Background: an optimization exercise with open tools, aiming at small area and a short achievable clock period. Do not read the settings as production practice.
At most, simulation tests tie the RTL to the original design; equivalence was not proved.
Only the layout flow was run in run 2; the RTL was not checked for function there.
No activity file was given, so power comes from the tool's default toggle rates.

**flow/design.v**
```verilog
`timescale 1ns/1ps
module md4_stream_driver #(
  parameter int unsigned MSG_DEPTH  = 256,
  parameter int unsigned ADDR_W     = 8,
  parameter int unsigned SIZE_W     = 64,
  parameter int unsigned HASH_BYTES = 16
) (
  input  logic                    CLK,
  input  logic                    RESET_N,
  input  logic                    WR_EN,
  input  logic [ADDR_W-1:0]       WR_ADDR,
  input  logic [7:0]              WR_DATA,
  input  logic [SIZE_W-1:0]       MSG_LEN,
  input  logic                    START,
  output logic                    BUSY,
  output logic                    DONE,
  output logic                    ERROR,
  output logic [8*HASH_BYTES-1:0] DIGEST,
  output logic                    HC_START,
  input  logic                    HC_BUSY,
  input  logic                    HC_DONE,
  output logic [SIZE_W-1:0]       HC_SIZE,
  output logic [7:0]              HC_IN_BYTE,
  output logic                    HC_IN_EMPTY,
  input  logic                    HC_IN_READ,
  input  logic [7:0]              HC_OUT_BYTE,
  output logic                    HC_OUT_FULL,
  input  logic                    HC_OUT_WRITE
);
  logic [7:0]   r_buf [256];
  logic         r_busy;
  logic         r_done;
  logic         r_error;
  logic [8:0]   r_len;         
  logic [8:0]   r_rem;         
  logic [15:0]  r_row_n;       
  logic [15:0]  r_col_n;       
  logic [7:0]   r_byte;        
  logic         r_empty;
  logic         r_full;
  logic [3:0]   r_cnt;         
  logic [127:0] r_digest;
  logic [15:0]  r_wp_hi_n;     
  logic [15:0]  r_wp_lo_n;     
  logic [7:0]   r_wp_data;
  logic w_unused_hc_busy;
  assign w_unused_hc_busy = HC_BUSY;
  wire idle     = !r_busy && !r_done;
  logic w_len_hi_zero;
  md4_zero55 u_len_hi (.a(MSG_LEN[63:9]), .z(w_len_hi_zero));
  wire len_ok   = w_len_hi_zero && (!MSG_LEN[8] || (MSG_LEN[7:0] == '0));
  wire start_ok = RESET_N && idle && START && len_ok;
  wire rd_ok    = r_busy && HC_IN_READ && !r_empty;
  wire wr_ok    = r_busy && HC_OUT_WRITE && !r_full;
  wire last_wr  = HC_OUT_WRITE && (r_cnt == 4'd15);
  assign BUSY        = r_busy;
  assign HC_START    = r_busy;
  assign DONE        = r_done;
  assign ERROR       = r_error;
  assign HC_SIZE     = {55'd0, r_len};
  assign HC_IN_BYTE  = r_byte;
  assign HC_IN_EMPTY = r_empty;
  assign HC_OUT_FULL = r_full;
  assign DIGEST      = r_digest;
  always_ff @(posedge CLK) begin
    for (int i = 0; i < 16; i++) begin
      r_wp_hi_n[i] <= !(WR_ADDR[7:4] == 4'(i));
      r_wp_lo_n[i] <= !(idle && WR_EN && WR_ADDR[3:0] == 4'(i));
    end
    r_wp_data <= WR_DATA;
  end
  logic [255:0] w_we;
  always_comb begin
    for (int i = 0; i < 256; i++) w_we[i] = !(r_wp_hi_n[i / 16] || r_wp_lo_n[i % 16]);
  end
  always_ff @(posedge CLK) begin
    for (int i = 0; i < 256; i++) begin
      if (w_we[i]) r_buf[i] <= r_wp_data;
    end
  end
  wire byp0 = !r_busy && w_we[0];
  wire byp1 = !r_busy && w_we[1];
  logic [255:0] w_sel;
  logic [7:0]   w_grp_n [86];
  logic [7:0][7:0] w_part_n;
  logic [7:0][7:0] r_part_n;
  always_comb begin
    for (int i = 0; i < 256; i++) w_sel[i] = !(r_row_n[i / 16] || r_col_n[i % 16]);
    w_sel[1] = w_sel[1] && !byp1;
  end
  genvar g;
  generate
    for (g = 0; g < 85; g++) begin : g_rd
      md4_rd_aoi3 u_aoi (
        .d0(r_buf[3*g]),   .s0(w_sel[3*g]),
        .d1(r_buf[3*g+1]), .s1(w_sel[3*g+1]),
        .d2(r_buf[3*g+2]), .s2(w_sel[3*g+2]),
        .yn(w_grp_n[g])
      );
    end
  endgenerate
  assign w_grp_n[85] = ~(r_buf[255] & {8{w_sel[255]}});
  always_comb begin
    for (int j = 0; j < 8; j++) begin
      logic [7:0] acc;
      acc = '1;
      for (int i = 11*j; i < 11*j + 11 && i < 86; i++) acc = acc & w_grp_n[i];
      if (j == 0) acc = acc & ~(r_wp_data & {8{byp1}});
      w_part_n[j] = acc;
    end
  end
  wire [7:0] w_rd = ~(r_part_n[0] & r_part_n[1] & r_part_n[2] & r_part_n[3] &
                      r_part_n[4] & r_part_n[5] & r_part_n[6] & r_part_n[7]);
  always_ff @(posedge CLK) begin
    if (!r_busy || rd_ok) r_part_n <= w_part_n;
    if (!RESET_N) r_byte <= '0;
    else if (!r_busy) r_byte <= byp0 ? r_wp_data : r_buf[0];
    else if (rd_ok) r_byte <= w_rd;
    if (!RESET_N) begin
      r_row_n <= 16'hfffe;
      r_col_n <= 16'hfffd;
    end else if (!r_busy) begin
      r_row_n <= 16'hfffe;
      r_col_n <= start_ok ? 16'hfffb : 16'hfffd;
    end else if (rd_ok) begin
      r_col_n <= {r_col_n[14:0], r_col_n[15]};
      if (!r_col_n[15]) r_row_n <= {r_row_n[14:0], r_row_n[15]};
    end
    if (!r_busy) r_rem <= MSG_LEN[8:0];
    else if (rd_ok) r_rem <= r_rem - 9'd1;
  end
  always_ff @(posedge CLK) begin
    if (!RESET_N || start_ok) begin
      r_digest <= '0;
    end else begin
      for (int k = 0; k < 16; k++) begin
        if (wr_ok && r_cnt == 4'(k)) r_digest[127-8*k -: 8] <= HC_OUT_BYTE;
      end
    end
  end
  always_ff @(posedge CLK) begin
    if (start_ok) r_cnt <= '0;
    else if (wr_ok) r_cnt <= r_cnt + 4'd1;
  end
  always_ff @(posedge CLK) begin
    if (!RESET_N) begin
      r_busy  <= 1'b0;
      r_done  <= 1'b0;
      r_error <= 1'b0;
      r_len   <= '0;
      r_empty <= 1'b1;
      r_full  <= 1'b1;
    end else begin
      r_done <= r_busy && HC_DONE;
      if (r_busy) begin
        if ((HC_IN_READ && r_empty) || (HC_OUT_WRITE && r_full) ||
            (HC_DONE && !(r_full || last_wr)))
          r_error <= 1'b1;
        if (HC_DONE) begin
          r_busy  <= 1'b0;
          r_empty <= 1'b1;
          r_full  <= 1'b1;
        end else begin
          if (rd_ok) r_empty <= (r_rem == 9'd1);
          if (wr_ok) r_full  <= (r_cnt == 4'd15);
        end
      end else if (idle && START) begin
        r_error <= !len_ok;
        if (len_ok) begin
          r_busy  <= 1'b1;
          r_len   <= MSG_LEN[8:0];
          r_empty <= (MSG_LEN[8:0] == 9'd0);
          r_full  <= 1'b0;
        end
      end
    end
  end
endmodule
module md4_rd_aoi3 (
  input  logic [7:0] d0,
  input  logic [7:0] d1,
  input  logic [7:0] d2,
  input  logic       s0,
  input  logic       s1,
  input  logic       s2,
  output logic [7:0] yn
);
  assign yn = ~(({8{s0}} & d0) | ({8{s1}} & d1) | ({8{s2}} & d2));
endmodule
module md4_zero55 (
  input  logic [54:0] a,
  output logic        z
);
  assign z = ~|a;
endmodule
```
**flow/flow/run.sh**
```bash
#!/bin/bash
# Standard ORFS layout (the standard.sh) with two changes:
#  - ports are buffered with buf_2 instead of the default delay buffer;
#  - clock tree synthesis clusters up to 30 sinks per leaf buffer within
#    80 um and inserts no dummy loads.
set -euo pipefail
export BUFFER_PORTS_ARGS="-buffer_cell sky130_fd_sc_hd__buf_2"
export CTS_ARGS="-sink_clustering_enable -repair_clock_nets -dont_use_dummy_load -sink_clustering_size 30 -sink_clustering_max_diameter 80"
bash standard.sh > standard_flow.log 2>&1
```
**flow/standard.sh**
```bash
#!/bin/bash
# synth_recipe.tcl (not shown) runs the flow's synth.tcl, then flattens the netlist and writes it again
# the make line also repeats each setting of config.mk as NAME=value (left out here)
make -C /OpenROAD-flow-scripts/flow DESIGN_CONFIG=/design/flow/config.mk WORK_HOME=/design/flow/orfs CLKGATE_MAP_FILE= SYNTH_SCRIPT=/design/flow/synth_recipe.tcl "${@:-finish}"
```
**flow/config.mk**
```make
export PLATFORM = sky130hd
export DESIGN_NAME = md4_stream_driver
export DESIGN_NICKNAME = md4_stream_driver
export VERILOG_FILES = /design/flow/design.v
export SDC_FILE = /design/flow/constraint.sdc
export NUM_CORES = 4
export LEC_CHECK = 0
export CAP_MARGIN = 20
export CORE_MARGIN = 2
export CORE_UTILIZATION = 60
export SETUP_SLACK_MARGIN = 3.0
export SLEW_MARGIN = 20
export SYNTH_HIERARCHICAL = 1
```
**flow/constraint.sdc**
```tcl
create_clock -name core_clock -period 5.5 [get_ports {CLK}]
set_input_delay 1.1000 -clock core_clock [delete_from_list [all_inputs] [get_ports {CLK}]]
set_output_delay 1.1000 -clock core_clock [all_outputs]
set_load 0.01 [all_outputs]
```
==> results.yml, run 1 <==
route:
  drt-vias-per-instance: 7.000
  drt_iter0_drc: 8472
  routedWlPerCell_um: 33.50
  vias: 48237
  drtPass1Iterations: 15
  ant_nets: 0
  drt-total-wl_mm: 230.8
  drcViolationCount: 0
clock_tree:
  clockBufferDepth: 3
  cts_made_buffers: 101
  cts.sinks: 2347
  insertion_delay_ps: 750
  cts_hold_buf: 0
  h-tree-depth: 3
  tritoncts: "built"
  cts-root-buf: "clkbuf_16"
  clk_pin_slew_ps: 110
worst_hold_path:
  hold_start: "WR_DATA[1]"
  hold_path_end: "r_wp_data[1]"
  hold_path_depth: 1
  hp-class: "in -> reg"
sta:
  setup_viol: 0
  hold_violations: 0
  maxSlewViolCount: 0
  fin_skew_ps: 49.63
  finalCriticalPeriod_ps: 2568
  grt_setup_unrepaired: "yes"
  worst_pin_slew_ps: 1218
  period_share: 0.4669
  relSlewSlack: 0.1883
  fmax_ghz: 0.3894
  tns_ps: 0
global_route:
  grt_pass1_vias: 45313
  grt_usage: 0.3175
  grt_pass1_wl_mm: 324.1
  overflow: 0
  antenna_found_initial: 21
  grt_start_max_net_pins: 180
yosys:
  yosys-top-cells-count: "2121 x edfxtp_1, 680 x a222oi_1, 571 x nor2_1"
  synth_area_leader_cell: "edfxtp_1"
  synthTopCellsByArea: "edfxtp_1 76%, a222oi_1 8.1%, dfxtp_1 5.4%"
  postSynthCellCount: 4915
  async_flop_share: 0
  yosys_most_used_dff: "edfxtp_1"
  synth_warnings: 11
  syn_area_um2: 84310
  ys_ff_latch: 2347
  netlist.area_leader.share: 0.7555
  synth_cell_type_count: 54
  synth_edf_count: 2121
  yosysSeqAreaShare: 0.8091
  yosysMostFrequentCell: "edfxtp_1"
  synth_area_per_cell_um2: 17.15
critical_path:
  path_class: "reg -> reg"
  r2r_slack_ps: 2930
  r2r-end: "r_part_n[13]"
  path_max_fanout: 15
  reg2regPathDepth: 5
  rr_startpoint: "r_row_n[2]"
  worst_ep_required_time_ps: 6000
  start_kind: "register"
  cp-end-kind: "register"
  crit_arrival_ps: 3070
run:
  cap_violations: 0
final_layout:
  final-seq-area_um2: 68370
  drive_gt1_frac: 0.1201
  nFillCells: 9887
  multi_input_area_um2: 14590
  area_growth_pct: 7.259
  nets: 5116
  instances_no_fill: 6891
placed_design:
  dp_cells: 6740
  port_buffers: 245
  finalWeightedCongestion: 0.8598
  dp_hpwl_mm: 140.7
floorplanning:
  die_y_um: 378.8
  start_util: 0.6042
  rows: 137
  die_width_um: 378.8
  core_um2: 139500
  die_area_um2: 143500
  pin_count: 302
pwr:
  ir_worst_vdd_v: 0.0003234
  power_density_nw_per_um2: 312.5
  p_leak_nw: 28.07
run_status:
  status: "no timing/DRC/antenna violations"
-- per-stage QoR --
stage / setup slack (ps) / instance area [µm²] / power, mW / util / hold WS [ps]
2_1_floorplan: 2881 / 84580 / 20.09 / - / 488.7
3_3_place_gp: 1692 / 86690 / 20.32 / 0.6213 / 451.1
3_5_place_dp: 1683 / 86690 / 20.34 / 0.6213 / 455.3
4_1_cts: 2929 / 90140 / 28.34 / 0.6460 / 409.6
5_1_grt: 2961 / 90420 / 28.93 / 0.6480 / 409.7
6_report: 2932 / 90430 / 28.25 / 0.6481 / 454.1
-- modules after synthesis (local to each module, per instance) --
module	flops+latches	times used	area, µm²	cells inside
md4_stream_driver	2347	1	76520	4046
md4_rd_aoi3	0	85	90.09	10
md4_zero55	0	1	127.6	19
-- power breakdown --
group	internal [mW]	switching, mW
logic	0.0705	0.355
registers	19.4	0.105
clock network	3.29	5.03
-- layout make-up --
cell class | count | area share
timing repair buffer | 358 | 0.02839
sequential | 2347 | 0.7560
clock buffer | 101 | 0.02795
multi-input combinational | 2200 | 0.1613
tap | 1876 | 0.02596
inverter | 6 | 0.0002491
antenna | 3 | 0.00008302
-- how the worst max path moves through the flow --
stage | startpoint | to | depth (start not counted)
2_1_floorplan | MSG_LEN[16] | r_digest[100] | 8
3_3_place_gp | MSG_LEN[10] | r_error | 8
3_5_place_dp | MSG_LEN[10] | r_digest[76] | 8
4_1_cts | r_col_n[0] | r_part_n[5] | 5
5_1_grt | r_busy | r_digest[15] | 6
6_report | r_row_n[2] | r_part_n[13] | 5
-- registers in the layout (all words and copies together), names as in the netlist, 16 cells and up --
register	cells
r_buf	2048
r_col_n	16
r_digest	128
r_part_n	64
r_row_n	16
r_wp_hi_n	16
r_wp_lo_n	16
-- metal layers --
layer	wire length, µm	vias to the layer above	track usage
li1	-	20368	-
met1	90280	24761	0.4600
met2	109700	2765	0.5043
met3	23570	341	0.05374
met4	7247	2	0.08925
met5	12	-	0
-- cells by family (layout without fill, tap and decap cells) --
kind of cell | after synthesis | count (layout) | synth area share
compound gates | 934 | 934 | 0.09714
xor+xnor | 8 | 8 | 0.0008310
fa+ha+maj | 6 | 6 | 0.0008904
buf+inv | 423 | 465 | 0.02527
flops | 2347 | 2347 | 0.8091
mux | 45 | 45 | 0.005372
other cells | 1 | 58 | 0.00004448
simple gates | 1151 | 1152 | 0.06131
-- repair_timing --
| item | 4_1_cts | 5_1_grt |
|---|---|---|
| setup buffers | 36 | 5 |
| gates resized for setup | 98 | 35 |
| gates cloned | 3 | 2 |
| endpoints found under the setup margin | 299 | 173 |
| pin swaps | 15 | 19 |
-- layout by cell type (no fill, tap or decap), drive strengths merged, types with 2 or more instances in the layout --
cell type,instances
edfxtp,2121
a222oi,680
nor2,574
buf,355
dfxtp,226
nand2,205
nand4,149
o21ai,110
a21oi,106
nand3,104
clkbuf,103
nor3,67
conb,55
mux2i,43
nor4,19
a211oi,16
nor2b,15
a2111oi,8
inv,6
ha,6
xnor2,4
xor2,4
nand4b,4
nand2b,4
diode,3
a31oi,3
a21boi,3
nand3b,3
o31ai,2
mux2,2
o21a,2
or4,2
-- worst max-delay path, cell delays in order (launching register included) --
cell	delay, ps
dfxtp_1	350
buf_4	280
nor2_1	240
a222oi_1	660
nand4_1	320
nor3_1	460
==> inputs of run 2 (changes only) <==
--- a/flow/design.v
+++ b/flow/design.v
@@ -41,4 +41,5 @@
   logic [3:0]   r_cnt;         
   logic [127:0] r_digest;
+  logic [15:0]  r_dvalid;      
   logic [15:0]  r_wp_hi_n;     
   logic [15:0]  r_wp_lo_n;     
@@ -62,5 +63,8 @@
   assign HC_IN_EMPTY = r_empty;
   assign HC_OUT_FULL = r_full;
-  assign DIGEST      = r_digest;
+  always_comb begin
+    for (int k = 0; k < 16; k++)
+      DIGEST[127-8*k -: 8] = r_digest[127-8*k -: 8] & {8{r_dvalid[k]}};
+  end
   always_ff @(posedge CLK) begin
     for (int i = 0; i < 16; i++) begin
@@ -131,9 +135,18 @@
   end
   always_ff @(posedge CLK) begin
-    if (!RESET_N || start_ok) begin
+    if (!RESET_N) begin
       r_digest <= '0;
     end else begin
       for (int k = 0; k < 16; k++) begin
         if (wr_ok && r_cnt == 4'(k)) r_digest[127-8*k -: 8] <= HC_OUT_BYTE;
+      end
+    end
+  end
+  always_ff @(posedge CLK) begin
+    if (!RESET_N || start_ok) begin
+      r_dvalid <= '0;
+    end else begin
+      for (int k = 0; k < 16; k++) begin
+        if (wr_ok && r_cnt == 4'(k)) r_dvalid[k] <= 1'b1;
       end
     end
==> run 2 against run 1 <==
  * Sequential power about the same
  * Global-route usage is essentially flat
  * Synthesized cell count rose by 3.5%
  * Cell area grew 1.5%
  * Die area rose by 1.3%
  * Setup slack worse by 38 ps
  * Clock-buffer cell count rose by 5
  * Critical path type unchanged
  * Largest power group unchanged
  * Highest routed layer is now met4
==> results.yml, run 2 <==
route:
  vias: 49728
  drtPass1Iterations: 20
  ant_nets: 0
  drt-total-wl_mm: 235.7
  drcViolationCount: 0
  drt_iter0_drc: 8933
  routedWlPerCell_um: 33.24
  drt-vias-per-instance: 7.014
run_status:
  status: "no timing/DRC/antenna violations"
global_route:
  grt_start_max_net_pins: 151
  grt_usage: 0.3180
  antenna_found_initial: 9
  grt_pass1_vias: 46525
  overflow: 0
  grt_pass1_wl_mm: 333.2
pwr:
  power_density_nw_per_um2: 311.7
  p_leak_nw: 28.69
  p_switching_mw: 5.594
  clkPwrFrac: 0.300
  seq_power_share: 0.686
  switching_share: 0.1955
  power.internal_mw: 23.02
  power_frac_comb: 0.014
  ir_worst_vdd_v: 0.0003034
final_layout:
  nFillCells: 9876
  final-seq-area_um2: 68760
  drive_gt1_frac: 0.1193
  nets: 5300
  instances_no_fill: 7090
  largest_register_ffs: 2048
  design_area_um2: 91800
  final_common_cell: "edfxtp_1"
  regMostFlops: "r_buf"
  area_growth_pct: 7.464
  reg_top3: "r_buf x2048, r_digest x128, r_part_n x64"
  most-common-layout-cells: "2121 x edfxtp_1, 680 x a222oi_1, 573 x nor2_1, 224 x buf_2, 205 x nand2_1"
  multi_input_area_um2: 15280
critical_path:
  path_class: "reg -> reg"
  crit_arrival_ps: 3100
  path_buf_inv: 1
  worstPathCellList: "buf_8 > nor2_1 > a222oi_1 > nand4_1 > nor3_1"
  start_kind: "register"
  cpPeakStageDelay_ps: 540
  cp-end-kind: "register"
  cp_top_family: "simple AND/OR/NAND/NOR gates"
  path_max_fanout: 13
  worst_ep_required_time_ps: 6000
  cp_slowest_cell: "a222oi_1"
yosys:
  yosysMostFrequentCell: "edfxtp_1"
  async_flop_share: 0
  synth_top_family_by_area: "compound AO/OA/AOI/OAI gates"
  synth.area.mux_share: 0.005566
  synth_cell_type_count: 49
  yosys-top-cells-count: "2121 x edfxtp_1, 680 x a222oi_1, 574 x nor2_1"
  synth_warnings: 11
  synth_area_per_cell_um2: 16.80
  synth_compound_area_frac: 0.09729
  ys_ff_latch: 2363
  synth_edf_count: 2121
  netlist.area_leader.share: 0.7456
  syn_area_um2: 85420
  synthAdderAreaFrac: 0.0008789
  postSynthCellCount: 5086
  yosys.area_share.simple: 0.06842
  yosysSeqAreaShare: 0.8023
  synth_area_leader_cell: "edfxtp_1"
  synth-xor-area-share: 0.0008203
  synthTopCellsByArea: "edfxtp_1 75%, a222oi_1 8.0%, dfxtp_1 5.7%"
  yosys_most_used_dff: "edfxtp_1"
sta:
  relSlewSlack: 0.1531
  finalCriticalPeriod_ps: 2606
  setup_viol: 0
  fmax_ghz: 0.3837
  tns_ps: 0
  period_share: 0.4739
  fin_skew_ps: 76.86
  hold_violations: 0
  maxSlewViolCount: 0
  worst_pin_slew_ps: 1270
  fin_ws_ps: 2894
  grt_setup_unrepaired: "yes"
clock_tree:
  clk_pin_slew_ps: 110
  cts.sinks: 2363
  insertion_delay_ps: 750
  cts-root-buf: "clkbuf_16"
  cts_hold_buf: 0
  tritoncts: "built"
  cts_made_buffers: 106
  clockBufferDepth: 3
  h-tree-depth: 3
placed_design:
  dp_cells: 6918
  dp_slack_ps: 2240
  finalWeightedCongestion: 0.8402
  dp_hpwl_mm: 144.4
  port_buffers: 245
  dpl_cell_area_um2: 87930
floorplanning:
  rows: 138
  core_um2: 141400
  die_area_um2: 145400
  start_util: 0.6040
  die_y_um: 381.3
  pin_count: 302
  die_width_um: 381.3
run:
  cap_violations: 0
worst_hold_path:
  hp-class: "in -> reg"
[run 2: cell types whose count changed after synthesis, sizes merged, moves of 5 or more]
cell,before,now
a21oi,106,111
o21a,2,13
dfxtp,226,242
and2,1,130
clkbuf,318,325
[run 2: final cells by class]
cell class	instances	share of cell area
Antenna cell	4	0.0001090
Clock buffer	106	0.02890
Inverter	11	0.0004771
Multi-Input combinational cell	2341	0.1664
Sequential cell	2363	0.7491
Tap cell	1890	0.02576
Timing Repair Buffer	375	0.02926
[run 2: cell families after synthesis]
family,after synthesis
muxes,47
buffers and inverters,436
other,1
xor gates and xnor gates,8
DFF,2363
AOI/OAI and AO/OA,953
adders and majority gates,6
and+or+nand+nor,1272
[run 2: per-module statistics from Yosys, one instance, submodules excluded]
module,copies in the design,cells inside,flip-flops and latches,area (µm²)
md4_stream_driver,1,4217,2363,77630
md4_zero55,1,19,0,127.6
md4_rd_aoi3,85,10,0,90.09
[run 2: metal layers]
metal,track usage,vias up,share of wire
met4,0.09193,0,0.032
met5,0,-,0
li1,-,20912,-
met3,0.04438,325,0.098
met2,0.4987,2837,0.47
met1,0.4723,25654,0.40
[run 2: what timing repair did]
| action | in CTS | in global routing |
|---|---|---|
| setup buffers | 58 | 2 |
| pin swaps | 13 | 4 |
| cloned | 2 | 0 |
| gates resized for setup | 142 | 21 |
| endpoints found under the hold margin | 0 | 0 |
| setup endpoints to repair | 231 | 163 |
[run 2: final timing paths]
| kind | start | to | slack, ps | cells after the start |
|---|---|---|---|---|
| setup / recovery | r_col_n[8] | r_part_n[38] | 2890 | 5 |
| hold / removal | WR_DATA[6] | r_wp_data[6] | 450 | 1 |
| setup reg to reg | r_col_n[8] | r_part_n[38] | 2890 | 5 |
| hold reg to reg | r_digest[54] | r_digest[54] | 470 | 2 |
[run 2: power groups by stage]
stage	Clock, mW	Combinational (mW)	Sequential [mW]
CTS	8.66	0.413	19.6
detailed placement	0	0.413	20.0
finish	8.58	0.410	19.6
floorplan	0	0.126	20.1
global route	9.22	0.441	19.6
global placement	0	0.400	20.0
[run 2: worst register-to-register path, stage by stage (launching register included)]
cell and delay [ps]:
dfxtp_4 480, buf_8 300, nor2_1 250, a222oi_1 540, nand4_1 330, nor3_1 450
[run 2: stage by stage]
step / power [mW] / hold slack (ps) / util
floorplan: 20.20 / 448.7 / -
global placement: 20.45 / 452.7 / 0.6218
detailed placement: 20.46 / 457.9 / 0.6218
CTS: 28.69 / 409.6 / 0.6483
global route: 29.28 / 418.5 / 0.6491
finish: 28.61 / 453.5 / 0.6491
==> inputs of run 3 (changes only) <==
--- a/flow/design.v
+++ b/flow/design.v
@@ -41,5 +41,4 @@
   logic [3:0]   r_cnt;         
   logic [127:0] r_digest;
-  logic [15:0]  r_dvalid;      
   logic [15:0]  r_wp_hi_n;     
   logic [15:0]  r_wp_lo_n;     
@@ -63,8 +62,5 @@
   assign HC_IN_EMPTY = r_empty;
   assign HC_OUT_FULL = r_full;
-  always_comb begin
-    for (int k = 0; k < 16; k++)
-      DIGEST[127-8*k -: 8] = r_digest[127-8*k -: 8] & {8{r_dvalid[k]}};
-  end
+  assign DIGEST      = r_digest;
   always_ff @(posedge CLK) begin
     for (int i = 0; i < 16; i++) begin
@@ -87,6 +83,6 @@
   logic [255:0] w_sel;
   logic [7:0]   w_grp_n [86];
-  logic [7:0][7:0] w_part_n;
-  logic [7:0][7:0] r_part_n;
+  logic [10:0][7:0] w_part_n;
+  logic [10:0][7:0] r_part_n;
   always_comb begin
     for (int i = 0; i < 256; i++) w_sel[i] = !(r_row_n[i / 16] || r_col_n[i % 16]);
@@ -106,8 +102,8 @@
   assign w_grp_n[85] = ~(r_buf[255] & {8{w_sel[255]}});
   always_comb begin
-    for (int j = 0; j < 8; j++) begin
+    for (int j = 0; j < 11; j++) begin
       logic [7:0] acc;
       acc = '1;
-      for (int i = 11*j; i < 11*j + 11 && i < 86; i++) acc = acc & w_grp_n[i];
+      for (int i = 8*j; i < 8*j + 8 && i < 86; i++) acc = acc & w_grp_n[i];
       if (j == 0) acc = acc & ~(r_wp_data & {8{byp1}});
       w_part_n[j] = acc;
@@ -115,5 +111,6 @@
   end
   wire [7:0] w_rd = ~(r_part_n[0] & r_part_n[1] & r_part_n[2] & r_part_n[3] &
-                      r_part_n[4] & r_part_n[5] & r_part_n[6] & r_part_n[7]);
+                      r_part_n[4] & r_part_n[5] & r_part_n[6] & r_part_n[7] &
+                      r_part_n[8] & r_part_n[9] & r_part_n[10]);
   always_ff @(posedge CLK) begin
     if (!r_busy || rd_ok) r_part_n <= w_part_n;
@@ -135,18 +132,9 @@
   end
   always_ff @(posedge CLK) begin
-    if (!RESET_N) begin
+    if (!RESET_N || start_ok) begin
       r_digest <= '0;
     end else begin
       for (int k = 0; k < 16; k++) begin
         if (wr_ok && r_cnt == 4'(k)) r_digest[127-8*k -: 8] <= HC_OUT_BYTE;
-      end
-    end
-  end
-  always_ff @(posedge CLK) begin
-    if (!RESET_N || start_ok) begin
-      r_dvalid <= '0;
-    end else begin
-      for (int k = 0; k < 16; k++) begin
-        if (wr_ok && r_cnt == 4'(k)) r_dvalid[k] <= 1'b1;
       end
     end
==> run 3 against run 2 <==
  * Sequential power barely moved
  * Clock-buffer cell count fell by 4
  * Power fell by 0.14%
  * Still clean
  * Non-clock buffer count fell by 32
  * Largest cell class unchanged
  * Area after synthesis fell by 0.34%
  * Die area fell by 0.34%
  * Highest routed layer unchanged
==> results.yml, run 3 <==
floorplanning:
  rows: 138
  core_um2: 141200
  start_util: 0.6027
  pin_count: 302
  die_y_um: 380.7
  die_area_um2: 144900
  die_width_um: 380.7
sta:
  setup_viol: 0
  finalCriticalPeriod_ps: 2537
  period_share: 0.4613
  tns_ps: 0
  grt_setup_unrepaired: "yes"
  fin_skew_ps: 77.77
  relSlewSlack: 0.1712
  hold_violations: 0
  worst_pin_slew_ps: 1243
  maxSlewViolCount: 0
  fmax_ghz: 0.3941
yosys:
  ys_ff_latch: 2371
  synth_edf_count: 2145
  postSynthCellCount: 4962
  synth_area_per_cell_um2: 17.16
  yosys_most_used_dff: "edfxtp_1"
  synth_cell_type_count: 56
  async_flop_share: 0
  yosysSeqAreaShare: 0.8098
  netlist.area_leader.share: 0.7567
  synthTopCellsByArea: "edfxtp_1 76%, a222oi_1 8.0%, dfxtp_1 5.3%"
  synth_warnings: 11
  yosys-top-cells-count: "2145 x edfxtp_1, 680 x a222oi_1, 639 x nor2_1"
  syn_area_um2: 85130
  synth_area_leader_cell: "edfxtp_1"
  yosysMostFrequentCell: "edfxtp_1"
clock_tree:
  insertion_delay_ps: 760
  tritoncts: "built"
  cts-root-buf: "clkbuf_16"
  cts.sinks: 2371
  cts_made_buffers: 102
  h-tree-depth: 3
  clk_pin_slew_ps: 110
  cts_hold_buf: 0
  clockBufferDepth: 3
global_route:
  antenna_found_initial: 7
  grt_pass1_vias: 45750
  grt_pass1_wl_mm: 327.6
  grt_start_max_net_pins: 202
  grt_usage: 0.3125
  overflow: 0
critical_path:
  worst_ep_required_time_ps: 6050
  crit_arrival_ps: 3080
  path_class: "reg -> reg"
  cp-end-kind: "register"
  path_max_fanout: 10
  start_kind: "register"
final_layout:
  drive_gt1_frac: 0.1134
  largest_register_ffs: 2048
  regMostFlops: "r_buf"
  final-seq-area_um2: 69090
  final_common_cell: "edfxtp_1"
  reg_top3: "r_buf x2048, r_digest x128, r_part_n x88"
  area_growth_pct: 6.860
  most-common-layout-cells: "2145 x edfxtp_1, 680 x a222oi_1, 638 x nor2_1, 242 x buf_2, 214 x nand2_1"
  nets: 5148
  multi_input_area_um2: 14530
  nFillCells: 9969
route:
  ant_nets: 0
  vias: 48759
  routedWlPerCell_um: 33.30
  drt-total-wl_mm: 231.2
  drtPass1Iterations: 10
  drt-vias-per-instance: 7.024
  drt_iter0_drc: 8800
  drcViolationCount: 0
run:
  cap_violations: 0
pwr:
  power_density_nw_per_um2: 314.1
  p_leak_nw: 28.11
  power.internal_mw: 23.00
  power_frac_comb: 0.016
  clkPwrFrac: 0.295
  p_total_mw: 28.57
  p_switching_mw: 5.567
  seq_power_share: 0.690
  ir_worst_vdd_v: 0.0003336
  switching_share: 0.1949
placed_design:
  dp_hpwl_mm: 141.3
  port_buffers: 245
  finalWeightedCongestion: 0.8470
worst_hold_path:
  hp-class: "in -> reg"
run_status:
  status: "no timing/DRC/antenna violations"
-- run 3: changes by cell type after synthesis, moves of 6 or more --
cell / delta
dfxtp_1: -16
nor2_1: +65
o21a_1: -9
clkbuf_1: -20
nand3_1: -47
nand2_1: +9
and2_1: -128
a2111oi_0: -8
nor3_1: -58
edfxtp_1: +24
a311oi_1: +6
buf_2: +11
nor2_2: +10
nand4_1: +35
-- run 3: kinds of logic (layout without fill, tap and decap cells) --
family | count (synthesis) | count (layout) | synth area share
AO/OA/AOI/OAI | 943 | 943 | 0.09686
adder cells (fa/ha/maj) | 6 | 6 | 0.0008819
XOR/XNOR | 8 | 8 | 0.0008230
buffers and inverters | 424 | 452 | 0.02434
flip-flops | 2371 | 2371 | 0.8098
other | 1 | 63 | 0.00004405
multiplexers | 46 | 46 | 0.005438
AND/OR/NAND/NOR | 1163 | 1163 | 0.06179
-- run 3: modules after synthesis (local to each module, per instance) --
module	area [µm²]	copies in the design
md4_rd_aoi3	90.09	85
md4_zero55	127.6	1
md4_stream_driver	77340	1
-- run 3: worst max-delay path: stages (launching register included) --
cell and delay [ps]:
dfxtp_4 620, buf_6 310, nor2_1 200, a222oi_1 510, nand4_1 330, nor2_1 330
-- run 3: worst paths after layout --
path,start,to,slack [ps],depth (start not counted)
min reg2reg,r_len[0],r_len[0],470,2
max reg2reg,r_col_n[1],r_part_n[17],2960,5
min,WR_DATA[1],r_wp_data[1],440,1
max,r_col_n[1],r_part_n[17],2960,5
-- run 3: metrics by stage --
stage               std cells  hold WS, ps  worst slack, ps    util  cell area (µm²)
floorplan                5016        488.7             2926       -            85490
global placement         6793        452.4             1419  0.6202            87600
detailed placement       6793        455.9             1433  0.6203            87610
CTS                      6914        393.4             3001  0.6417            90630
global route             6935        397.3             2984  0.6439            90950
finish                   6942        442.4             2963  0.6440            90960
-- run 3: final cells by class --
class	count	share of cell area
diodes	8	0.0002201
clock buffers	102	0.02806
inverters	7	0.0002889
multi-input cells	2221	0.1597
flip-flops and latches	2371	0.7595
well taps	1890	0.02600
repair buffers	343	0.02624
-- run 3: timing repair --
| action | CTS | global route |
|---|---|---|
| pin swaps | 13 | 9 |
| resized for setup | 59 | 17 |
| endpoints found under the setup margin | 257 | 158 |
| setup buffers | 15 | 16 |
| hold endpoints to repair | 0 | 0 |
| cloned | 4 | 3 |
-- run 3: metal layers --
| metal | vias to the layer above | wire, µm | GRT usage |
|---|---|---|---|
| met2 | 2727 | 108600 | 0.4848 |
| met4 | 0 | 6661 | 0.08557 |
| li1 | 20462 | - | - |
| met1 | 25287 | 93500 | 0.4684 |
| met5 | - | 0 | 0 |
| met3 | 283 | 22410 | 0.04835 |
-- run 3: power groups by stage --
stage	Clock, mW	Combinational, mW	Sequential [mW]
floorplan	0	0.133	20.2
global placement	0	0.410	20.1
detailed placement	0	0.422	20.1
CTS	8.54	0.436	19.7
global route	9.09	0.473	19.7
finish	8.42	0.444	19.7
==> inputs of run 4 (changes only) <==
--- a/flow/config.mk
+++ b/flow/config.mk
@@ -9,5 +9,5 @@
 export CORE_MARGIN = 2
 export CORE_UTILIZATION = 60
-export SETUP_SLACK_MARGIN = 3.0
+export SETUP_SLACK_MARGIN = 3.2
 export SLEW_MARGIN = 20
 export SYNTH_HIERARCHICAL = 1
==> run 4 against run 3 <==
  * Still clean on timing, DRC and antenna
  * Fmax shrank 2.4%
  * Die area stayed put
  * First-iteration DRC count fell by 0.31%
  * Critical endpoint is now r_digest[86]
  * Largest cell class unchanged
==> results.yml, run 4 <==
floorplanning:
  core_um2: 141200
  start_util: 0.6027
  pin_count: 302
  die_width_um: 380.7
  die_area_um2: 144900
  die_y_um: 380.7
  rows: 138
pwr:
  clkPwrFrac: 0.296
  power_density_nw_per_um2: 307.2
  ir_worst_vdd_v: 0.0003582
  p_total_mw: 28.70
  p_switching_mw: 5.607
  switching_share: 0.1954
  seq_power_share: 0.687
  power_frac_comb: 0.018
  power.internal_mw: 23.10
  p_leak_nw: 28.76
worst_hold_path:
  hold_path_end: "r_wp_data[2]"
  hold_path_depth: 1
  hold_start: "WR_DATA[2]"
  hp-class: "in -> reg"
critical_path:
  rr_startpoint: "r_busy"
  reg2regPathDepth: 7
  r2r-end: "r_part_n[3]"
  cp-end-kind: "register"
  crit_arrival_ps: 3180
  worst_ep_required_time_ps: 6080
  r2r_slack_ps: 3130
  path_max_fanout: 7
  path_class: "in -> reg"
  start_kind: "input pin"
sta:
  tns_ps: 0
  fmax_ghz: 0.3847
  hold_violations: 0
  fin_skew_ps: 71.14
  period_share: 0.4727
  grt_setup_unrepaired: "yes"
  whs_ps: 435.4
  setup_viol: 0
  maxSlewViolCount: 0
  finalCriticalPeriod_ps: 2600
  worst_pin_slew_ps: 1219
  relSlewSlack: 0.1872
run:
  cap_violations: 0
yosys:
  synth_area_leader_cell: "edfxtp_1"
  ys_ff_latch: 2371
  yosysMostFrequentCell: "edfxtp_1"
  yosysSeqAreaShare: 0.8098
  netlist.area_leader.share: 0.7567
  synth_area_per_cell_um2: 17.16
  synth_cell_type_count: 56
  postSynthCellCount: 4962
  synth_warnings: 11
  synthTopCellsByArea: "edfxtp_1 76%, a222oi_1 8.0%, dfxtp_1 5.3%"
  async_flop_share: 0
  syn_area_um2: 85130
  yosys-top-cells-count: "2145 x edfxtp_1, 680 x a222oi_1, 639 x nor2_1"
  synth_edf_count: 2145
  yosys_most_used_dff: "edfxtp_1"
global_route:
  grt_start_max_net_pins: 127
  grt_usage: 0.3191
  antenna_found_initial: 11
  met1_usage: 0.4647
  grt_use_met3: 0.05788
  overflow: 0
  busiest_layer: "met2"
  grt_pass1_vias: 46227
  met2_usage: 0.5007
  grt_pass1_wl_mm: 332.1
clock_tree:
  cts_hold_buf: 0
  cts.sinks: 2371
  clockBufferDepth: 3
  cts_made_buffers: 104
  tritoncts: "built"
  insertion_delay_ps: 760
  h-tree-depth: 3
  cts-root-buf: "clkbuf_16"
  clk_pin_slew_ps: 100
route:
  drt-vias-per-instance: 7.076
  drt_iter0_drc: 8773
  drcViolationCount: 0
  drtPass1Iterations: 10
  ant_nets: 0
  drt-total-wl_mm: 238.4
  routedWlPerCell_um: 34.04
  vias: 49561
final_layout:
  regMostFlops: "r_buf"
  area_growth_pct: 9.758
  drive_gt1_frac: 0.1675
  final_common_cell: "edfxtp_1"
  reg_top3: "r_buf x2048, r_digest x128, r_part_n x88"
  most-common-layout-cells: "2145 x edfxtp_1, 680 x a222oi_1, 597 x nor2_1, 214 x nand2_1, 184 x nand4_1"
  nets: 5215
  largest_register_ffs: 2048
run_status:
  status: "no timing/DRC/antenna violations"
placed_design:
  dp_hpwl_mm: 143.5
  finalWeightedCongestion: 0.8484
  port_buffers: 245
## run 4: cell counts after synthesis
No cell type changed its count.
## run 4: timing repair
action	4_1_cts	5_1_grt
setup buffers	61	18
gates cloned	10	4
resized for setup	444	121
pin swaps	31	50
setup endpoints to repair	419	350
## run 4: critical path, stage by stage
cell and delay [ps]:
buf_6 100, nor4_4 260, nand4_1 180, nor4_4 590, nand3_4 180, o21ai_4 300, buf_6 180, buf_12 120
buf_12 120, a21oi_1 40
## run 4: logic make-up (layout without fill, tap and decap cells)
kind of cell,count (synthesis),count (layout),synth area share
xor+xnor,8,8,0.0008230
mux,46,46,0.005438
buf+inv,424,517,0.02434
flops,2371,2371,0.8098
fa+ha+maj,6,6,0.0008819
compound gates,943,944,0.09686
simple gates,1163,1164,0.06179
other cells,1,58,0.00004405
## run 4: layout make-up
type,count,area (µm²)
inverter,7,26.28
timing repair buffer,406,4174
tap,1890,2365
fill,9727,47810
clock buffer,104,2603
sequential,2371,69280
antenna,3,7.507
multi-input combinational,2223,14980
## run 4: power groups by stage
stage,Combinational [mW],Clock [mW],Sequential (mW)
finish,0.507,8.49,19.7
global route,0.536,9.13,19.7
CTS,0.466,8.56,19.7
detailed placement,0.421,0,20.1
global placement,0.411,0,20.1
floorplan,0.133,0,20.2
## run 4: metal layers
layer | up-vias | wire (µm)
li1 | 20627 | -
met1 | 25586 | 92440
met2 | 3005 | 112800
met3 | 335 | 26100
met4 | 8 | 7043
met5 | - | 53
## run 4: worst max-delay path by stage
stage                start            to  slack (ps)  cells past startpoint
6_report       MSG_LEN[61]  r_digest[86]        2900                     10
5_1_grt        MSG_LEN[26]  r_digest[35]        2860                     10
4_1_cts             r_busy      HC_START        3010                      2
3_5_place_dp   MSG_LEN[10]  r_digest[78]        1340                      8
3_3_place_gp   MSG_LEN[10]  r_digest[90]        1400                      8
2_1_floorplan  MSG_LEN[46]      r_len[7]        2930                      7
## run 4: Yosys stat by module, one instance, submodules excluded
module,times used,cells
md4_stream_driver,1,4093
md4_zero55,1,19
md4_rd_aoi3,85,10
## run 4: metrics by stage
step,instance area (µm²),setup WS [ps],util,std cells
2_1_floorplan,85500,2927,-,5016
3_3_place_gp,87720,1397,0.6211,6803
3_5_place_dp,87740,1340,0.6212,6804
4_1_cts,92700,3014,0.6563,6979
5_1_grt,93430,2857,0.6615,7003
6_report,93430,2900,0.6615,7004
==> inputs of run 5 (changes only) <==
==> flow/flow/run.sh (replaced) <==
#!/bin/bash
# Standard ORFS layout (the standard.sh) with two changes:
#  - ports are buffered with buf_1 instead of the default delay buffer;
#  - clock tree synthesis clusters up to 30 sinks per leaf buffer within
#    80 um and inserts no dummy loads.
set -euo pipefail
export BUFFER_PORTS_ARGS="-buffer_cell sky130_fd_sc_hd__buf_1"
export CTS_ARGS="-sink_clustering_enable -repair_clock_nets -dont_use_dummy_load -sink_clustering_size 30 -sink_clustering_max_diameter 80"
bash standard.sh > standard_flow.log 2>&1
--- a/flow/config.mk
+++ b/flow/config.mk
@@ -8,6 +8,6 @@
 export CAP_MARGIN = 20
 export CORE_MARGIN = 2
-export CORE_UTILIZATION = 60
-export SETUP_SLACK_MARGIN = 3.2
+export CORE_UTILIZATION = 50
+export SETUP_SLACK_MARGIN = 3.0
 export SLEW_MARGIN = 20
 export SYNTH_HIERARCHICAL = 1
==> run 5 against run 4 <==
  * Register-to-register slack lost 160 ps
  * Cell area fell by 2.4%
  * Clock skew increased by 33 ps
  * Critical path type is now reg -> reg
  * Core utilization is 12 points lower
  * Area after synthesis did not move
  * Hold slack better by 31 ps
  * Clock-buffer cell count grew 10
  * First-iteration DRC count up 2.8%
  * Still clean
  * Fmax increased by 2.6%
==> results.yml, run 5 <==
final_layout:
  regMostFlops: "r_buf"
  design_area_um2: 91160
  nets: 5150
  reg_top3: "r_buf x2048, r_digest x128, r_part_n x88"
  area_growth_pct: 7.088
  final_common_cell: "edfxtp_1"
  most-common-layout-cells: "2145 x edfxtp_1, 680 x a222oi_1, 635 x nor2_1, 230 x buf_1, 214 x nand2_1"
  largest_register_ffs: 2048
  drive_gt1_frac: 0.06758
yosys:
  yosys-top-cells-count: "2145 x edfxtp_1, 680 x a222oi_1, 639 x nor2_1"
  syn_area_um2: 85130
  ys_ff_latch: 2371
  synthTopCellsByArea: "edfxtp_1 76%, a222oi_1 8.0%, dfxtp_1 5.3%"
  netlist.area_leader.share: 0.7567
  yosysSeqAreaShare: 0.8098
  async_flop_share: 0
  synth_warnings: 11
  postSynthCellCount: 4962
  yosys_most_used_dff: "edfxtp_1"
  yosysMostFrequentCell: "edfxtp_1"
  synth_area_leader_cell: "edfxtp_1"
  synth_cell_type_count: 56
  synth_area_per_cell_um2: 17.16
  synth_edf_count: 2145
critical_path:
  path_max_fanout: 12
  path_class: "reg -> reg"
  worst_ep_required_time_ps: 6060
  start_kind: "register"
  crit_arrival_ps: 3090
  cp-end-kind: "register"
floorplanning:
  die_width_um: 416.6
  die_area_um2: 173600
  die_y_um: 416.6
  pin_count: 302
  rows: 151
  start_util: 0.5029
  core_um2: 169300
global_route:
  grt_pass1_vias: 45652
  grt_usage: 0.2623
  overflow: 0
  grt_pass1_wl_mm: 329.4
  antenna_found_initial: 6
  grt_start_max_net_pins: 141
clock_tree:
  cts-root-buf: "clkbuf_16"
  clk_pin_slew_ps: 90
  cts_made_buffers: 114
  tritoncts: "built"
  cts.sinks: 2371
  h-tree-depth: 3
  clockBufferDepth: 3
  insertion_delay_ps: 800
route:
  ant_nets: 0
  drtPass1Iterations: 10
  routedWlPerCell_um: 32.22
  drt-vias-per-instance: 6.688
  drt-total-wl_mm: 234.3
  drcViolationCount: 0
  vias: 48632
  drt_iter0_drc: 9018
pwr:
  ir_worst_vdd_v: 0.0003027
  power_density_nw_per_um2: 318.5
  p_leak_nw: 27.29
sta:
  setup_viol: 0
  worst_pin_slew_ps: 1186
  relSlewSlack: 0.2092
  fmax_ghz: 0.3948
  period_share: 0.4605
  finalCriticalPeriod_ps: 2533
  grt_setup_unrepaired: "yes"
  tns_ps: 0
  maxSlewViolCount: 0
  hold_violations: 0
  fin_skew_ps: 104.0
run_status:
  status: "no timing/DRC/antenna violations"
placed_design:
  dpl_cell_area_um2: 87760
  dp_hpwl_mm: 141.5
  finalWeightedCongestion: 0.8277
  port_buffers: 245
worst_hold_path:
  hp-class: "reg -> reg"
run:
  cap_violations: 0
[run 5: changes by cell type in the layout (fill, tap and decap cells not counted), moves of 25 or more]
cell     previous run  this run
nor2_4             27         2
buf_1               0       230
buf_4              98        63
a21oi_1            57        96
nor2_1            597       635
buf_2              92         6
dfxtp_1            27       163
a21oi_2            52        15
buf_6             162         7
dfxtp_2           163        31
[run 5: routing by layer]
layer  global-route usage  wire length, µm  share of wire  vias to the layer above
li1                     -                -              -                    20499
met1               0.3834            94000           0.40                    25082
met2               0.4121           110700           0.47                     2762
met3              0.04321            23400           0.10                      287
met4              0.06896             6119          0.026                        2
met5                    0                7       0.000030                        -
[run 5: worst paths after layout]
path,from,to,slack [ps],cells past startpoint
max,r_col_n[9],r_part_n[48],2970,5
max reg2reg,r_col_n[9],r_part_n[48],2970,5
min reg2reg,r_len[3],r_len[3],470,2
min,r_len[3],r_len[3],470,2
[run 5: timing repair]
item,in CTS,in global routing
cloned,2,1
hold buffers,0,0
resized for setup,67,22
pin swaps,4,3
setup buffers,12,6
endpoints found under the setup margin,105,140
[run 5: layout make-up]
class | instances | area (µm²)
Timing Repair Buffer | 333 | 1901
Sequential cell | 2371 | 69100
Antenna cell | 7 | 17.52
Tap cell | 2218 | 2775
Clock buffer | 114 | 2853
Inverter | 7 | 26.28
Multi-Input combinational cell | 2221 | 14490
Fill cell | 13355 | 78120
[run 5: worst max-delay path, cell delays in order, from the launching register on]
cell,delay [ps]
dfxtp_4,530
buf_6,340
nor2_1,240
a222oi_1,610
nand4_1,260
nor2_1,320
[run 5: cell families after synthesis]
logic type | count (synthesis) | share of synthesized area
adder cells (fa/ha/maj) | 6 | 0.0008819
multiplexers | 46 | 0.005438
flip-flops | 2371 | 0.8098
other | 1 | 0.00004405
XOR/XNOR | 8 | 0.0008230
AND/OR/NAND/NOR | 1163 | 0.06179
AO/OA/AOI/OAI | 943 | 0.09686
buffers and inverters | 424 | 0.02434
[run 5: power breakdown]
part / switching, mW / leakage, nW / internal [mW]
Sequential: 0.0917 / 21.0 / 19.6
Combinational: 0.379 / 4.84 / 0.0594
Clock: 5.22 / 1.40 / 3.68
[run 5: per-module statistics from Yosys, one instance, submodules excluded]
module,copies in the design,area (µm²),cells,flip-flops and latches
md4_stream_driver,1,77340,4093,2371
md4_zero55,1,127.6,19,0
md4_rd_aoi3,85,90.09,10,0
[run 5: per-stage QoR]
step	utilization	setup slack, ps	hold slack, ps	total power, mW	instances
after floorplan	-	2926	488.7	20.29	5016
after global placement	0.5184	2258	454.3	20.53	7128
after detailed placement	0.5184	2265	455.4	20.55	7128
after CTS	0.5373	2921	432.8	29.14	7256
after global routing	0.5384	2978	449.1	29.75	7265
final	0.5385	2967	466.3	29.03	7271
==> inputs of run 6 (changes only) <==
--- a/flow/config.mk
+++ b/flow/config.mk
@@ -8,5 +8,5 @@
 export CAP_MARGIN = 20
 export CORE_MARGIN = 2
-export CORE_UTILIZATION = 50
+export CORE_UTILIZATION = 60
 export SETUP_SLACK_MARGIN = 3.0
 export SLEW_MARGIN = 20
==> run 6 against run 5 <==
  * Still clean on timing, DRC and antenna
  * Sequential share of layout area is 0.11 points higher
  * Synthesized cell count stayed put
  * Area after synthesis stayed put
  * Setup slack worse by 18 ps
  * Clock-buffer cell count is 10 lower
  * Clock skew is 36 ps lower
  * Fmax is 0.72% lower
  * Hold slack worse by 51 ps
  * Non-clock buffer count is 26 higher
  * Via count is 0.54% higher
  * Power is 1.3% lower
  * Sequential power hardly changed
==> results.yml, run 6 <==
run_status:
  status: "no timing/DRC/antenna violations"
sta:
  setup_viol: 0
  period_share: 0.4639
  maxSlewViolCount: 0
  worst_pin_slew_ps: 1226
  finalCriticalPeriod_ps: 2551
  hold_violations: 0
  whs_ps: 414.9
  fin_skew_ps: 68.35
  grt_setup_unrepaired: "yes"
  fmax_ghz: 0.3920
  fin_ws_ps: 2949
  relSlewSlack: 0.1827
  tns_ps: 0
route:
  wl_met3_mm: 23.68
  drt-vias-per-instance: 7.028
  wl_met1_mm: 91.43
  drtPass1Iterations: 10
  top_layer: "met5"
  drcViolationCount: 0
  ant_nets: 0
  wl_met2_mm: 110.3
  drt_iter0_drc: 8749
  vias: 48893
  routedWlPerCell_um: 33.34
  drt-total-wl_mm: 232.0
yosys:
  synth_area_leader_cell: "edfxtp_1"
  yosysMostFrequentCell: "edfxtp_1"
  yosysSeqAreaShare: 0.8098
  synth_warnings: 11
  synthTopCellsByArea: "edfxtp_1 76%, a222oi_1 8.0%, dfxtp_1 5.3%"
  postSynthCellCount: 4962
  syn_area_um2: 85130
  ys_ff_latch: 2371
  async_flop_share: 0
  netlist.area_leader.share: 0.7567
  synth_edf_count: 2145
  yosys-top-cells-count: "2145 x edfxtp_1, 680 x a222oi_1, 639 x nor2_1"
  synth_cell_type_count: 56
  yosys_most_used_dff: "edfxtp_1"
  synth_area_per_cell_um2: 17.16
final_layout:
  most-common-layout-cells: "2145 x edfxtp_1, 680 x a222oi_1, 638 x nor2_1, 234 x buf_1, 213 x nand2_1"
  area_growth_pct: 6.895
  largest_register_ffs: 2048
  reg_top3: "r_buf x2048, r_digest x128, r_part_n x88"
  nets: 5167
  drive_gt1_frac: 0.07150
  regMostFlops: "r_buf"
  final_common_cell: "edfxtp_1"
critical_path:
  rr_startpoint: "r_col_n[1]"
  crit_arrival_ps: 3050
  path_class: "reg -> reg"
  start_kind: "register"
  path_max_fanout: 10
  cp-end-kind: "register"
  startpoint: "r_col_n[1]"
  worst_ep_required_time_ps: 6000
global_route:
  grt_pass1_vias: 45815
  grt_start_max_net_pins: 158
  grt_usage: 0.3128
  overflow: 0
  grt_pass1_wl_mm: 326.9
  antenna_found_initial: 14
placed_design:
  port_buffers: 245
  dp_hpwl_mm: 141.2
  dp_slack_ps: 1470
  finalWeightedCongestion: 0.8380
clock_tree:
  clockBufferDepth: 3
  clk_pin_slew_ps: 110
  cts_made_buffers: 104
  cts-root-buf: "clkbuf_16"
  tritoncts: "built"
  cts.sinks: 2371
  cts_hold_buf: 0
  insertion_delay_ps: 770
  h-tree-depth: 3
pwr:
  p_total_mw: 28.66
  ir_worst_vdd_v: 0.0003060
  p_leak_nw: 27.36
  power_density_nw_per_um2: 314.9
floorplanning:
  die_area_um2: 144900
  pin_count: 302
  rows: 138
  die_width_um: 380.7
  die_y_um: 380.7
  start_util: 0.6027
  core_um2: 141200
worst_hold_path:
  hold_start: "WR_DATA[4]"
  hp-class: "in -> reg"
run:
  cap_violations: 0
==> run 6: cell counts after synthesis <==
No cell type changed its count.
==> run 6: worst max-delay path, stage by stage, from the launching register on <==
cell and delay, ps:
dfxtp_4 590, buf_6 340, nor3_1 230, a222oi_1 590, nand4_1 140, a211oi_1 380
==> run 6: per-module statistics from Yosys (local to each module, per instance) <==
module	cells	times used	flops+latches	area, µm²
md4_rd_aoi3	10	85	0	90.09
md4_stream_driver	4093	1	2371	77340
md4_zero55	19	1	0	127.6
==> run 6: cell families (layout without fill, tap and decap cells) <==
group,Yosys count,in the layout,synth area share
compound gates,943,944,0.09686
xor+xnor,8,8,0.0008230
fa+ha+maj,6,6,0.0008819
buf+inv,424,470,0.02434
flops,2371,2371,0.8098
mux,46,46,0.005438
other cells,1,59,0.00004405
simple gates,1163,1163,0.06179
==> run 6: worst paths after layout <==
check                 end  slack [ps]  cells past startpoint
min reg2reg      r_len[1]         470                      2
max           r_part_n[5]        2950                      5
min          r_wp_data[4]         410                      1
max reg2reg   r_part_n[5]        2950                      5
==> run 6: where the power goes <==
part | internal (mW) | switching [mW]
clock | 3.38 | 5.12
sequential | 19.6 | 0.109
combinational | 0.0801 | 0.363
==> run 6: stage by stage <==
step,cells,area (µm²),utilization
2_1_floorplan,5016,85490,-
3_3_place_gp,6802,87390,0.6187
3_5_place_dp,6802,87390,0.6187
4_1_cts,6935,90530,0.6409
5_1_grt,6954,90990,0.6442
6_report,6957,90990,0.6443
==> run 6: metal layers <==
layer	track usage	vias to the layer above
met2	0.4923	2764
met4	0.08630	12
met3	0.05008	330
li1	-	20514
met1	0.4609	25273
met5	0	-
==> run 6: layout make-up <==
class	instances	area, µm²
diodes	4	10.01
multi-input cells	2222	14590
well taps	1890	2365
repair buffers	359	2332
fillers	10024	50250
inverters	7	26.28
flip-flops and latches	2371	69070
clock buffers	104	2603
==> run 6: timing repair <==
item / 4_1_cts / 5_1_grt
pin swaps: 10 / 10
gates cloned: 3 / 7
setup endpoints to repair: 243 / 159
gates resized for setup: 61 / 41
buffers inserted: 26 / 11
==> inputs of run 7 (changes only) <==
--- a/flow/config.mk
+++ b/flow/config.mk
@@ -9,5 +9,5 @@
 export CORE_MARGIN = 2
 export CORE_UTILIZATION = 60
-export SETUP_SLACK_MARGIN = 3.0
+export SETUP_SLACK_MARGIN = 3.1
 export SLEW_MARGIN = 20
 export SYNTH_HIERARCHICAL = 1
==> run 7 against run 6 <==
  * Final cell count is 0.34% higher
  * Highest routed layer unchanged
  * Cell area is 0.66% higher
  * Still clean on timing, DRC and antenna
  * Die area stayed put
  * Global-route usage is 0.81 points higher
  * Combinational power is 12% higher
==> results.yml, run 7 <==
final_layout:
  largest_register_ffs: 2048
  reg_top3: "r_buf x2048, r_digest x128, r_part_n x88"
  regMostFlops: "r_buf"
  drive_gt1_frac: 0.09595
  nets: 5190
  post-route-util: 0.6485
  area_growth_pct: 7.603
  most-common-layout-cells: "2145 x edfxtp_1, 680 x a222oi_1, 624 x nor2_1, 214 x nand2_1, 184 x nand4_1"
  nFillCells: 9969
  final_common_cell: "edfxtp_1"
floorplanning:
  die_y_um: 380.7
  die_width_um: 380.7
  core_um2: 141200
  pin_count: 302
  rows: 138
  die_area_um2: 144900
  start_util: 0.6027
pwr:
  clkPwrFrac: 0.297
  p_switching_mw: 5.616
  power.internal_mw: 23.11
  seq_power_share: 0.686
  p_total_mw: 28.73
  switching_share: 0.1955
  ir_worst_vdd_v: 0.0003128
  power_frac_comb: 0.017
  p_leak_nw: 27.84
  power_density_nw_per_um2: 313.7
critical_path:
  start_kind: "input pin"
  path_class: "in -> reg"
  worst_ep_required_time_ps: 6110
  crit_arrival_ps: 3180
  path_max_fanout: 7
  cp-end-kind: "register"
sta:
  relSlewSlack: 0.1797
  fin_skew_ps: 94.81
  period_share: 0.4670
  setup_viol: 0
  grt_setup_unrepaired: "yes"
  finalCriticalPeriod_ps: 2568
  tns_ps: 0
  hold_violations: 0
  worst_pin_slew_ps: 1230
  fmax_ghz: 0.3894
  maxSlewViolCount: 0
placed_design:
  port_buffers: 245
  finalWeightedCongestion: 0.8486
  dp_hpwl_mm: 144.9
yosys:
  yosys-top-cells-count: "2145 x edfxtp_1, 680 x a222oi_1, 639 x nor2_1"
  netlist.area_leader.share: 0.7567
  yosysMostFrequentCell: "edfxtp_1"
  yosysSeqAreaShare: 0.8098
  synth_cell_type_count: 56
  async_flop_share: 0
  synth_area_leader_cell: "edfxtp_1"
  syn_area_um2: 85130
  postSynthCellCount: 4962
  synth_edf_count: 2145
  synthTopCellsByArea: "edfxtp_1 76%, a222oi_1 8.0%, dfxtp_1 5.3%"
  synth_warnings: 11
  synth_area_per_cell_um2: 17.16
  ys_ff_latch: 2371
  yosys_most_used_dff: "edfxtp_1"
global_route:
  overflow: 0
  grt_usage: 0.3209
  grt_pass1_vias: 45949
  antenna_found_initial: 13
  grt_pass1_wl_mm: 333.2
  grt_start_max_net_pins: 139
route:
  routedWlPerCell_um: 33.92
  drtPass1Iterations: 9
  drt_iter0_drc: 9005
  drt-total-wl_mm: 236.8
  drt-vias-per-instance: 7.028
  vias: 49063
  ant_nets: 0
  drcViolationCount: 0
run_status:
  status: "no timing/DRC/antenna violations"
clock_tree:
  cts_hold_buf: 0
  cts-root-buf: "clkbuf_16"
  clockBufferDepth: 3
  insertion_delay_ps: 770
  cts_made_buffers: 105
  tritoncts: "built"
  h-tree-depth: 3
  clk_pin_slew_ps: 110
  cts.sinks: 2371
run:
  cap_violations: 0
worst_hold_path:
  hp-class: "in -> reg"
run 7: routing by layer:
layer / global-route usage / routed length, µm / vias up
met5: 0 / 64 / -
met4: 0.09018 / 7386 / 10
met3: 0.06024 / 25430 / 328
met2: 0.4977 / 111100 / 2894
met1: 0.4729 / 92820 / 25262
li1: - / - / 20569
run 7: through the flow:
| stage | cells | hold WS, ps | area [µm²] | setup WS (ps) |
|---|---|---|---|---|
| 2_1_floorplan | 5016 | 488.7 | 85500 | 2927 |
| 3_3_place_gp | 6806 | 452.9 | 87390 | 1572 |
| 3_5_place_dp | 6806 | 458.0 | 87390 | 1584 |
| 4_1_cts | 6961 | 382.8 | 91170 | 2991 |
| 5_1_grt | 6976 | 396.4 | 91590 | 2922 |
| 6_report | 6981 | 430.6 | 91600 | 2932 |
run 7: Yosys stat by module (local to each module, per instance):
| module | times used | cells |
|---|---|---|
| md4_stream_driver | 1 | 4093 |
| md4_zero55 | 1 | 19 |
| md4_rd_aoi3 | 85 | 10 |
run 7: worst max-delay path, stage by stage:
cell	delay, ps
buf_1	150
nor4_4	260
nand4_1	180
nor4_4	570
nand3_4	170
o21ai_4	180
buf_12	160
buf_8	120
buf_12	110
buf_16	130
nor2_2	40
run 7: cell type report:
type,instances,area [µm²],share of cell area
clock buffers,105,2628,0.02869
inverters,7,26.28,0.0002869
well taps,1890,2365,0.02582
flip-flops and latches,2371,69100,0.7543
multi-input cells,2222,14690,0.1604
repair buffers,381,2780,0.03035
diodes,5,12.51,0.0001366
run 7: final timing paths:
kind                        end  cells after the start        start  slack (ps)
setup / recovery  r_digest[123]                     11  MSG_LEN[39]        2930
hold / removal     r_wp_data[3]                      1   WR_DATA[3]         430
setup reg to reg   r_part_n[71]                      5   r_col_n[4]        3030
hold reg to reg        r_len[0]                      2     r_len[0]         470
run 7: cell families after synthesis:
kind of cell,after synthesis,share of synthesized area
AND/OR/NAND/NOR,1163,0.06179
multiplexers,46,0.005438
adder cells (fa/ha/maj),6,0.0008819
AO/OA/AOI/OAI,943,0.09686
flip-flops,2371,0.8098
other,1,0.00004405
XOR/XNOR,8,0.0008230
buffers and inverters,424,0.02434
run 7: what timing repair did:
item,4_1_cts,5_1_grt
pin swaps,18,16
resized for setup,167,78
gates cloned,11,3
buffers inserted,39,11
endpoints found under the setup margin,288,196
hold endpoints to repair,0,0
run 7: power groups by stage:
| stage | Clock (mW) | Sequential, mW | Combinational, mW |
|---|---|---|---|
| 2_1_floorplan | 0 | 20.2 | 0.133 |
| 3_3_place_gp | 0 | 20.1 | 0.426 |
| 3_5_place_dp | 0 | 20.1 | 0.436 |
| 4_1_cts | 8.61 | 19.7 | 0.477 |
| 5_1_grt | 9.15 | 19.7 | 0.526 |
| 6_report | 8.54 | 19.7 | 0.497 |
==> inputs of run 8 (changes only) <==
--- a/flow/design.v
+++ b/flow/design.v
@@ -83,6 +83,6 @@
   logic [255:0] w_sel;
   logic [7:0]   w_grp_n [86];
-  logic [10:0][7:0] w_part_n;
-  logic [10:0][7:0] r_part_n;
+  logic [7:0][7:0] w_part_n;
+  logic [7:0][7:0] r_part_n;
   always_comb begin
     for (int i = 0; i < 256; i++) w_sel[i] = !(r_row_n[i / 16] || r_col_n[i % 16]);
@@ -102,8 +102,8 @@
   assign w_grp_n[85] = ~(r_buf[255] & {8{w_sel[255]}});
   always_comb begin
-    for (int j = 0; j < 11; j++) begin
+    for (int j = 0; j < 8; j++) begin
       logic [7:0] acc;
       acc = '1;
-      for (int i = 8*j; i < 8*j + 8 && i < 86; i++) acc = acc & w_grp_n[i];
+      for (int i = 11*j; i < 11*j + 11 && i < 86; i++) acc = acc & w_grp_n[i];
       if (j == 0) acc = acc & ~(r_wp_data & {8{byp1}});
       w_part_n[j] = acc;
@@ -111,6 +111,5 @@
   end
   wire [7:0] w_rd = ~(r_part_n[0] & r_part_n[1] & r_part_n[2] & r_part_n[3] &
-                      r_part_n[4] & r_part_n[5] & r_part_n[6] & r_part_n[7] &
-                      r_part_n[8] & r_part_n[9] & r_part_n[10]);
+                      r_part_n[4] & r_part_n[5] & r_part_n[6] & r_part_n[7]);
   always_ff @(posedge CLK) begin
     if (!r_busy || rd_ok) r_part_n <= w_part_n;
--- a/flow/config.mk
+++ b/flow/config.mk
@@ -8,6 +8,6 @@
 export CAP_MARGIN = 20
 export CORE_MARGIN = 2
-export CORE_UTILIZATION = 60
-export SETUP_SLACK_MARGIN = 3.1
+export CORE_UTILIZATION = 55
+export SETUP_SLACK_MARGIN = 3.0
 export SLEW_MARGIN = 20
 export SYNTH_HIERARCHICAL = 1
==> run 8 against run 7 <==
  * Core utilization fell by 5.5 points
  * Sequential share of layout area rose by 0.29 points
  * Non-clock buffer count shrank 23
  * Sequential cell count fell by 24
  * Via count is 1.3% lower
  * Largest power group unchanged
  * Area after synthesis fell by 0.96%
  * Routed wire length down 1.4%
  * Clock power down 0.5%
  * Die area grew 8.0%
  * Fmax down 0.71%
==> results.yml, run 8 <==
run_status:
  status: "no timing/DRC/antenna violations"
pwr:
  p_leak_nw: 27.18
  power_frac_comb: 0.015
  ir_worst_vdd_v: 0.0002893
  switching_share: 0.1955
  p_total_mw: 28.44
  power.internal_mw: 22.88
floorplanning:
  start_util: 0.5543
  core_um2: 152100
  pin_count: 302
  rows: 143
  die_width_um: 395.5
clock_tree:
  clk_pin_slew_ps: 100
  insertion_delay_ps: 770
  cts_made_buffers: 105
  cts.sinks: 2347
  tritoncts: "built"
  h-tree-depth: 3
  clockBufferDepth: 3
final_layout:
  area_growth_pct: 7.110
  regMostFlops: "r_buf"
  final-seq-area_um2: 68370
  most-common-layout-cells: "2121 x edfxtp_1, 680 x a222oi_1, 563 x nor2_1, 238 x buf_1, 203 x nand2_1"
  drive_gt1_frac: 0.07277
  multi_input_area_um2: 14520
  reg_top3: "r_buf x2048, r_digest x128, r_part_n x64"
yosys:
  synthTopCellsByArea: "edfxtp_1 76%, a222oi_1 8.1%, dfxtp_1 5.4%"
  synth_warnings: 11
  synth_edf_count: 2121
  netlist.area_leader.share: 0.7555
  synth_area_per_cell_um2: 17.15
  synth_area_leader_cell: "edfxtp_1"
  yosys-top-cells-count: "2121 x edfxtp_1, 680 x a222oi_1, 571 x nor2_1"
  async_flop_share: 0
  ys_ff_latch: 2347
sta:
  whs_ps: 467.4
  tns_ps: 0
  finalCriticalPeriod_ps: 2587
  hold_violations: 0
  setup_viol: 0
  period_share: 0.4703
  fin_skew_ps: 69.90
  relSlewSlack: 0.2002
placed_design:
  dp_hpwl_mm: 141.2
  port_buffers: 245
  dp_slack_ps: 1666
  finalWeightedCongestion: 0.8518
route:
  routedWlPerCell_um: 33.12
  drt-total-wl_mm: 233.5
  drt-vias-per-instance: 6.865
  drtPass1Iterations: 11
  vias: 48404
critical_path:
  cpPeakStageDelay_ps: 630
  cp_top_family: "simple AND/OR/NAND/NOR gates"
  worst_ep_required_time_ps: 6060
  path_buf_inv: 1
  worstPathCellList: "buf_6 > nor2_1 > a222oi_1 > nand4_1 > nor3_2"
  path_max_fanout: 10
  cp_slowest_cell: "a222oi_1"
  crit_arrival_ps: 3140
  start_kind: "register"
  r2r_slack_ps: 2910
  cp-end-kind: "register"
global_route:
  grt_pass1_wl_mm: 329.3
  busiest_layer: "met2"
  antenna_found_initial: 12
  met1_usage: 0.4260
  overflow: 0
  grt_pass1_vias: 45340
  grt_start_max_net_pins: 146
run:
  cap_violations: 0
==> run 8: cell count changes in the layout (fill, tap and decap cells not counted), sizes merged, moves of 9 or more <==
cell	before	now
clkbuf	136	107
nand2	215	204
nor2b	6	15
edfxtp	2145	2121
nor3	6	67
nand4	184	149
nand3	60	104
nor2	651	574
==> run 8: per-module statistics from Yosys (local to each module, per instance) <==
module / area (µm²) / cells / flops+latches
md4_rd_aoi3: 90.09 / 10 / 0
md4_zero55: 127.6 / 19 / 0
md4_stream_driver: 76520 / 4046 / 2347
==> run 8: worst register-to-register path, cell delays in order, from the launching register on <==
cell	delay (ps)
dfxtp_4	610
buf_6	330
nor2_1	220
a222oi_1	630
nand4_1	260
nor3_2	350
==> run 8: final timing paths <==
kind	startpoint	to	cells after the start
worst max-delay path	r_col_n[6]	r_part_n[55]	5
worst min-delay path	r_len[4]	r_len[4]	2
worst max register to register	r_col_n[6]	r_part_n[55]	5
worst min register to register	r_len[4]	r_len[4]	2
==> run 8: area by class of cell <==
| class | count | area share |
|---|---|---|
| Clock buffer | 105 | 0.02910 |
| Sequential cell | 2347 | 0.7572 |
| Tap cell | 2030 | 0.02813 |
| Multi-Input combinational cell | 2200 | 0.1608 |
| Antenna cell | 5 | 0.0001386 |
| Inverter | 6 | 0.0002494 |
| Timing Repair Buffer | 358 | 0.02437 |
==> run 8: what timing repair did <==
item                       4_1_cts  5_1_grt
setup endpoints to repair      259      148
resized for setup              102       28
setup buffers                   28       12
gates cloned                     4        0
hold buffers                     0        0
pin swaps                       12       14
==> run 8: per-stage QoR <==
stage / instance area [µm²] / cells
finish: 90300 / 7051
global route: 90300 / 7051
CTS: 90020 / 7033
detailed placement: 86620 / 6896
global placement: 86610 / 6895
floorplan: 84580 / 4969
==> run 8: cell families (layout without fill, tap and decap cells) <==
| family | after synthesis | count (layout) | synth area share |
|---|---|---|---|
| flip-flops | 2347 | 2347 | 0.8091 |
| AND/OR/NAND/NOR | 1151 | 1151 | 0.06131 |
| AO/OA/AOI/OAI | 934 | 935 | 0.09714 |
| buffers and inverters | 423 | 469 | 0.02527 |
| multiplexers | 45 | 45 | 0.005372 |
| XOR/XNOR | 8 | 8 | 0.0008310 |
| adder cells (fa/ha/maj) | 6 | 6 | 0.0008904 |
| other | 1 | 60 | 0.00004448 |
==> run 8: layer usage <==
layer / vias up / wire [µm]
li1: 20373 / -
met1: 25075 / 92670
met2: 2674 / 111900
met3: 282 / 22540
met4: 0 / 6412
met5: - / 0
==> run 8: power groups by stage <==
stage | logic, mW | registers [mW] | clock network [mW]
2_1_floorplan | 0.132 | 20.0 | 0
3_3_place_gp | 0.399 | 19.9 | 0
3_5_place_dp | 0.410 | 19.9 | 0
4_1_cts | 0.422 | 19.5 | 8.60
5_1_grt | 0.449 | 19.5 | 9.20
6_report | 0.421 | 19.5 | 8.50

Setup slack of run 8, layout unchanged: 2.913 ns with ideal ports, 2.913 ns with driving cells assumed (clock clkbuf_16, inputs buf_2), 2.322 ns with port delays also shifted by the 0.820 ns mid clock arrival.
